From an optimization exercise on the open Yosys and OpenROAD flow, aimed at small area and a short achievable clock period; shortcuts taken in it are not production practice. RTL that was checked went through simulation tests only; none was proved equivalent to the original. No activity file was given, so power comes from the tool's default toggle rates.

==> harbor: inputs <==
// mmio_event_queue
module mmio_event_queue
#(
  parameter int unsigned DEPTH = 8,
  parameter int unsigned CNT_W = $clog2(DEPTH + 1)
) (
  input  logic             clk,
  input  logic             rstn,
  input  logic [MMIOStruct::MMIO_W-1:0]          timer_mmio,
  input  logic [MMIOStruct::MMIO_W-1:0]          disp_mmio,
  input  logic [MMIOStruct::MMIO_W-1:0]          uart_mmio,
  input  logic             cosim_ready,
  output logic [MMIOStruct::MMIO_W-1:0]          cosim_mmio,
  output logic [CNT_W-1:0] count,
  output logic             overflow
);
==> module mmio_push_compact, before the edit <==
module mmio_push_compact (
  input  logic [MMIOStruct::MMIO_W-1:0]                              timer_i,
  input  logic [MMIOStruct::MMIO_W-1:0]                              disp_i,
  input  logic [MMIOStruct::MMIO_W-1:0]                              uart_i,
  output logic [MMIOStruct::MMIO_SRC_NUM-1:0][MMIOStruct::MMIO_W-1:0] packs_o,
  output logic [1:0]                                                 n_o
);
  logic [MMIOStruct::MMIO_SRC_NUM-1:0][MMIOStruct::MMIO_W-1:0] src;
  logic [1:0]                                                 slot;
  assign src = {uart_i, disp_i, timer_i};
  always_comb begin
    packs_o = {MMIOStruct::MMIO_SRC_NUM{MMIOStruct::MMIO_IDLE}};
    slot    = '0;
    for (int unsigned s = 0; s < MMIOStruct::MMIO_SRC_NUM; s++) begin
      if (src[s][MMIOStruct::MMIO_STORE]) begin
        packs_o[slot] = src[s];
        slot          = slot + 2'd1;
      end
    end
    n_o = slot;
  end
endmodule
==> module mmio_event_queue, before the edit <==
module mmio_event_queue
#(
  parameter int unsigned DEPTH = 8,
  parameter int unsigned CNT_W = $clog2(DEPTH + 1)
) (
  input  logic             clk,
  input  logic             rstn,
  input  logic [MMIOStruct::MMIO_W-1:0]          timer_mmio,
  input  logic [MMIOStruct::MMIO_W-1:0]          disp_mmio,
  input  logic [MMIOStruct::MMIO_W-1:0]          uart_mmio,
  input  logic             cosim_ready,
  output logic [MMIOStruct::MMIO_W-1:0]          cosim_mmio,
  output logic [CNT_W-1:0] count,
  output logic             overflow
);
  localparam int unsigned PTR_W = $clog2(DEPTH);
  logic [MMIOStruct::MMIO_SRC_NUM-1:0][MMIOStruct::MMIO_W-1:0] packs;
  logic    [1:0]              n;
  logic    [1:0]              acc;
  logic    [CNT_W:0]          free;
  logic                       pop;
  logic [MMIOStruct::MMIO_W-1:0] mem [DEPTH];
  logic [PTR_W-1:0] rd_ptr_q, rd_ptr_d;
  logic [PTR_W-1:0] wr_ptr_q, wr_ptr_d;
  logic [CNT_W-1:0] count_q, count_d;
  logic             overflow_q, overflow_d;
  mmio_push_compact u_compact (
    .timer_i (timer_mmio),
    .disp_i  (disp_mmio),
    .uart_i  (uart_mmio),
    .packs_o (packs),
    .n_o     (n)
  );
  always_comb begin
    pop  = (count_q != '0) && cosim_ready;
    free = (CNT_W+1)'(DEPTH) - {1'b0, count_q} + {{CNT_W{1'b0}}, pop};
    if ({{(CNT_W-1){1'b0}}, n} <= free) acc = n;
    else                                acc = free[1:0];
    rd_ptr_d   = rd_ptr_q + PTR_W'(pop);
    wr_ptr_d   = wr_ptr_q + PTR_W'(acc);
    count_d    = count_q + CNT_W'(acc) - CNT_W'(pop);
    overflow_d = overflow_q | (n != acc);
  end
  always_ff @(posedge clk) begin
    if (!rstn) begin
      rd_ptr_q   <= '0;
      wr_ptr_q   <= '0;
      count_q    <= '0;
      overflow_q <= 1'b0;
    end else begin
      rd_ptr_q   <= rd_ptr_d;
      wr_ptr_q   <= wr_ptr_d;
      count_q    <= count_d;
      overflow_q <= overflow_d;
    end
  end
  always_ff @(posedge clk) begin
    if (rstn) begin
      for (int unsigned i = 0; i < MMIOStruct::MMIO_SRC_NUM; i++) begin
        if (i < 32'(acc)) mem[wr_ptr_q + PTR_W'(i)] <= packs[i];
      end
    end
  end
  always_comb begin
    cosim_mmio = MMIOStruct::MMIO_IDLE;
    if (count_q != '0) begin
      cosim_mmio       = mem[rd_ptr_q];
      cosim_mmio[MMIOStruct::MMIO_STORE] = 1'b1;
    end
  end
  assign count    = count_q;
  assign overflow = overflow_q;
endmodule
Settings: LEC_CHECK=0, CAP_MARGIN=20, CORE_MARGIN=2, CORE_UTILIZATION=40, SLEW_MARGIN=20; clock period 5.0 ns.
run.sh (not shown) runs the stock make flow with config.mk's settings and CLKGATE_MAP_FILE= SYNTH_SCRIPT=/design/flow/synth_recipe.tcl, a recipe that flattens the netlist after the stock synthesis.
==> juniper: changes against harbor <==
==> flow/design.v (replaced) <==
package MMIOStruct;
  localparam int unsigned MMIO_W       = 101;
  localparam int unsigned MMIO_STORE   = 100;
  localparam int unsigned MMIO_SRC_NUM = 3;
  localparam logic [MMIO_W-1:0] MMIO_IDLE = '0;
endpackage
module mmio_push_compact #(
  parameter int unsigned DEPTH = 8
) (
  input  logic [DEPTH:0]   base_oh_i,
  input  logic             t_st_i,
  input  logic             d_st_i,
  input  logic             u_st_i,
  output logic [DEPTH-1:0] sel_t_o,
  output logic [DEPTH-1:0] sel_d_o,
  output logic [DEPTH-1:0] sel_u_o
);
  logic [DEPTH+1:0] b;   
  always_comb begin
    b = {base_oh_i, 1'b0} << 1;
    for (int unsigned i = 0; i < DEPTH; i++) begin
      sel_t_o[i] = t_st_i & b[i+2];
      sel_d_o[i] = d_st_i & (t_st_i ? b[i+1] : b[i+2]);
      case ({t_st_i, d_st_i})
        2'b00:        sel_u_o[i] = u_st_i & b[i+2];
        2'b11:        sel_u_o[i] = u_st_i & b[i];
        default:      sel_u_o[i] = u_st_i & b[i+1];
      endcase
    end
  end
endmodule
module mmio_event_queue
#(
  parameter int unsigned DEPTH = 8,
  parameter int unsigned CNT_W = $clog2(DEPTH + 1)
) (
  input  logic             clk,
  input  logic             rstn,
  input  logic [MMIOStruct::MMIO_W-1:0]          timer_mmio,
  input  logic [MMIOStruct::MMIO_W-1:0]          disp_mmio,
  input  logic [MMIOStruct::MMIO_W-1:0]          uart_mmio,
  input  logic             cosim_ready,
  output logic [MMIOStruct::MMIO_W-1:0]          cosim_mmio,
  output logic [CNT_W-1:0] count,
  output logic             overflow
);
  localparam int unsigned DW = MMIOStruct::MMIO_STORE;   
  logic [DW-1:0]    mem_q [DEPTH];
  logic [DW-1:0]    mem_d [DEPTH];
  logic [CNT_W-1:0] count_q, count_d;
  logic [DEPTH:0]   oh_q, oh_d;        
  logic [DEPTH-1:0] th_q, th_d;        
  logic             overflow_q, overflow_d;
  logic             t_st, d_st, u_st, rdy;
  logic [DEPTH:0]   base_oh;           
  logic [DEPTH-1:0] sel_t, sel_d, sel_u, sel_hold, sel_shift, go;
  assign t_st = timer_mmio[MMIOStruct::MMIO_STORE];
  assign d_st = disp_mmio[MMIOStruct::MMIO_STORE];
  assign u_st = uart_mmio[MMIOStruct::MMIO_STORE];
  assign rdy  = cosim_ready;
  always_comb begin
    base_oh[0] = oh_q[0] | (rdy & oh_q[1]);
    for (int unsigned k = 1; k < DEPTH; k++)
      base_oh[k] = rdy ? oh_q[k+1] : oh_q[k];
    base_oh[DEPTH] = !rdy & oh_q[DEPTH];
  end
  mmio_push_compact #(.DEPTH(DEPTH)) u_compact (
    .base_oh_i (base_oh),
    .t_st_i    (t_st),
    .d_st_i    (d_st),
    .u_st_i    (u_st),
    .sel_t_o   (sel_t),
    .sel_d_o   (sel_d),
    .sel_u_o   (sel_u)
  );
  always_comb begin
    for (int unsigned i = 0; i < DEPTH; i++) begin
      sel_hold[i]  = !rdy && th_q[i];
      sel_shift[i] = (i + 1 < DEPTH) ? (rdy && th_q[(i+1) % DEPTH]) : 1'b0;
      go[i]        = (i == 0) ? rstn : 1'b1;
    end
    for (int unsigned i = 0; i < DEPTH; i++) begin
      mem_d[i] = ({DW{go[i] & sel_hold[i]}}  & mem_q[i])
               | ({DW{go[i] & sel_shift[i]}} & mem_q[(i+1) % DEPTH])
               | ({DW{go[i] & sel_t[i]}}     & timer_mmio[DW-1:0])
               | ({DW{go[i] & sel_d[i]}}     & disp_mmio[DW-1:0])
               | ({DW{go[i] & sel_u[i]}}     & uart_mmio[DW-1:0]);
    end
  end
  always_comb begin
    logic [1:0]       n;
    logic [DEPTH+3:0] sum_oh;    
    n = 2'(t_st) + 2'(d_st) + 2'(u_st);
    sum_oh = (DEPTH+4)'(base_oh) << n;
    oh_d = sum_oh[DEPTH:0];
    oh_d[DEPTH] = |sum_oh[DEPTH+3:DEPTH];
    overflow_d = overflow_q | (|sum_oh[DEPTH+3:DEPTH+1]);
    for (int unsigned k = 0; k < DEPTH; k++) th_d[k] = |(sum_oh >> (k + 1));
    count_d = '0;
    for (int unsigned k = 0; k <= DEPTH; k++)
      if (oh_d[k]) count_d = count_d | CNT_W'(k);
  end
  always_ff @(posedge clk) begin
    if (!rstn) begin
      count_q    <= '0;
      oh_q       <= (DEPTH+1)'(1);
      th_q       <= '0;
      overflow_q <= 1'b0;
    end else begin
      count_q    <= count_d;
      oh_q       <= oh_d;
      th_q       <= th_d;
      overflow_q <= overflow_d;
    end
  end
  always_ff @(posedge clk) begin
    for (int unsigned i = 0; i < DEPTH; i++) mem_q[i] <= mem_d[i];
  end
  assign cosim_mmio = {th_q[0], mem_q[0]};
  assign count      = count_q;
  assign overflow   = overflow_q;
endmodule
--- a/flow/config.mk
+++ b/flow/config.mk
@@ -9,3 +9,4 @@
 export CORE_MARGIN = 2
 export CORE_UTILIZATION = 40
+export SETUP_SLACK_MARGIN = 3.0
 export SLEW_MARGIN = 20
==> results.txt <==
Route:
- For this block, wires on met1 add up to 80.5 mm.

Synthesis:
- The number of warning messages in the yosys log is 2.

Floorplan:
- The initial utilization of the core area, before any placement, comes to between 40% and 50%.

Cells and area:
- The library cells used most frequently in the layout, excluding fill and tap cells, are edfxtp_1, o21ai_0, nor2_1, mux2i_1, nand3_1.

Status:
- The flow ran to the end and the layout has no timing, DRC or antenna violations.

Pwr:
- In this run, the clock network consumes a little under a quarter of the power.

STA:
- The minimum clock period is around 4.5 ns.
the above is filed under harbor

==> results.txt <==
Status:
- The run finished with no timing, DRC or antenna violations.

Cells and area:
- The top cell types in the final layout, fill and taps aside, are a222oi_1, dfxtp_1, nand2_1, nand2_4, nand3_2.

Pwr:
- Sequential cells account for between 30% and 40% of the total power.

Floorplan:
- For this configuration, the core starts out at a cell density of about two fifths.

Route:
- The routed wire length on met3 is 45.8 mm.
- The wire length the detailed router placed on met1 is between 80 and 90 mm.

STA:
- The minimum clock period is around 2.5 ns.

Synthesis:
- The number of warning messages in the yosys log is 4.
the above is filed under juniper

Function not checked in juniper: the RTL went through the layout flow alone.

-- re-timing with driven ports --
Ports are ideal in the flow. The routed layouts listed here were re-timed in OpenROAD.
Step 1 assumes that a clkbuf_16 drives the clock port and a buf_2 every other input.
Step 2 times the ports against the registers' clock, not the clock port: input delays grow and output delays shrink by t, the midpoint of the rising clock arrivals with the driver on.
Slacks: ideal ports / drivers / drivers and shift; pairs: ideal ports / drivers.
| run | t (ns) | slack for setup (ns) | worst hold slack (ns) | clock arrival spread, ns |
|---|---|---|---|---|
| harbor | 0.742 | 0.549 / 0.475 / 0.077 | 0.474 / 0.474 / 0.474 | 0.022 / 0.023 |
| juniper | 0.780 | 2.524 / 2.462 / 1.682 | 0.474 / 0.474 / 0.474 | 0.047 / 0.047 |
After both steps every run listed still meets setup and hold. The setup slack of juniper, which loses most, moves by -0.062 ns with the drivers and by -0.842 ns with both steps.
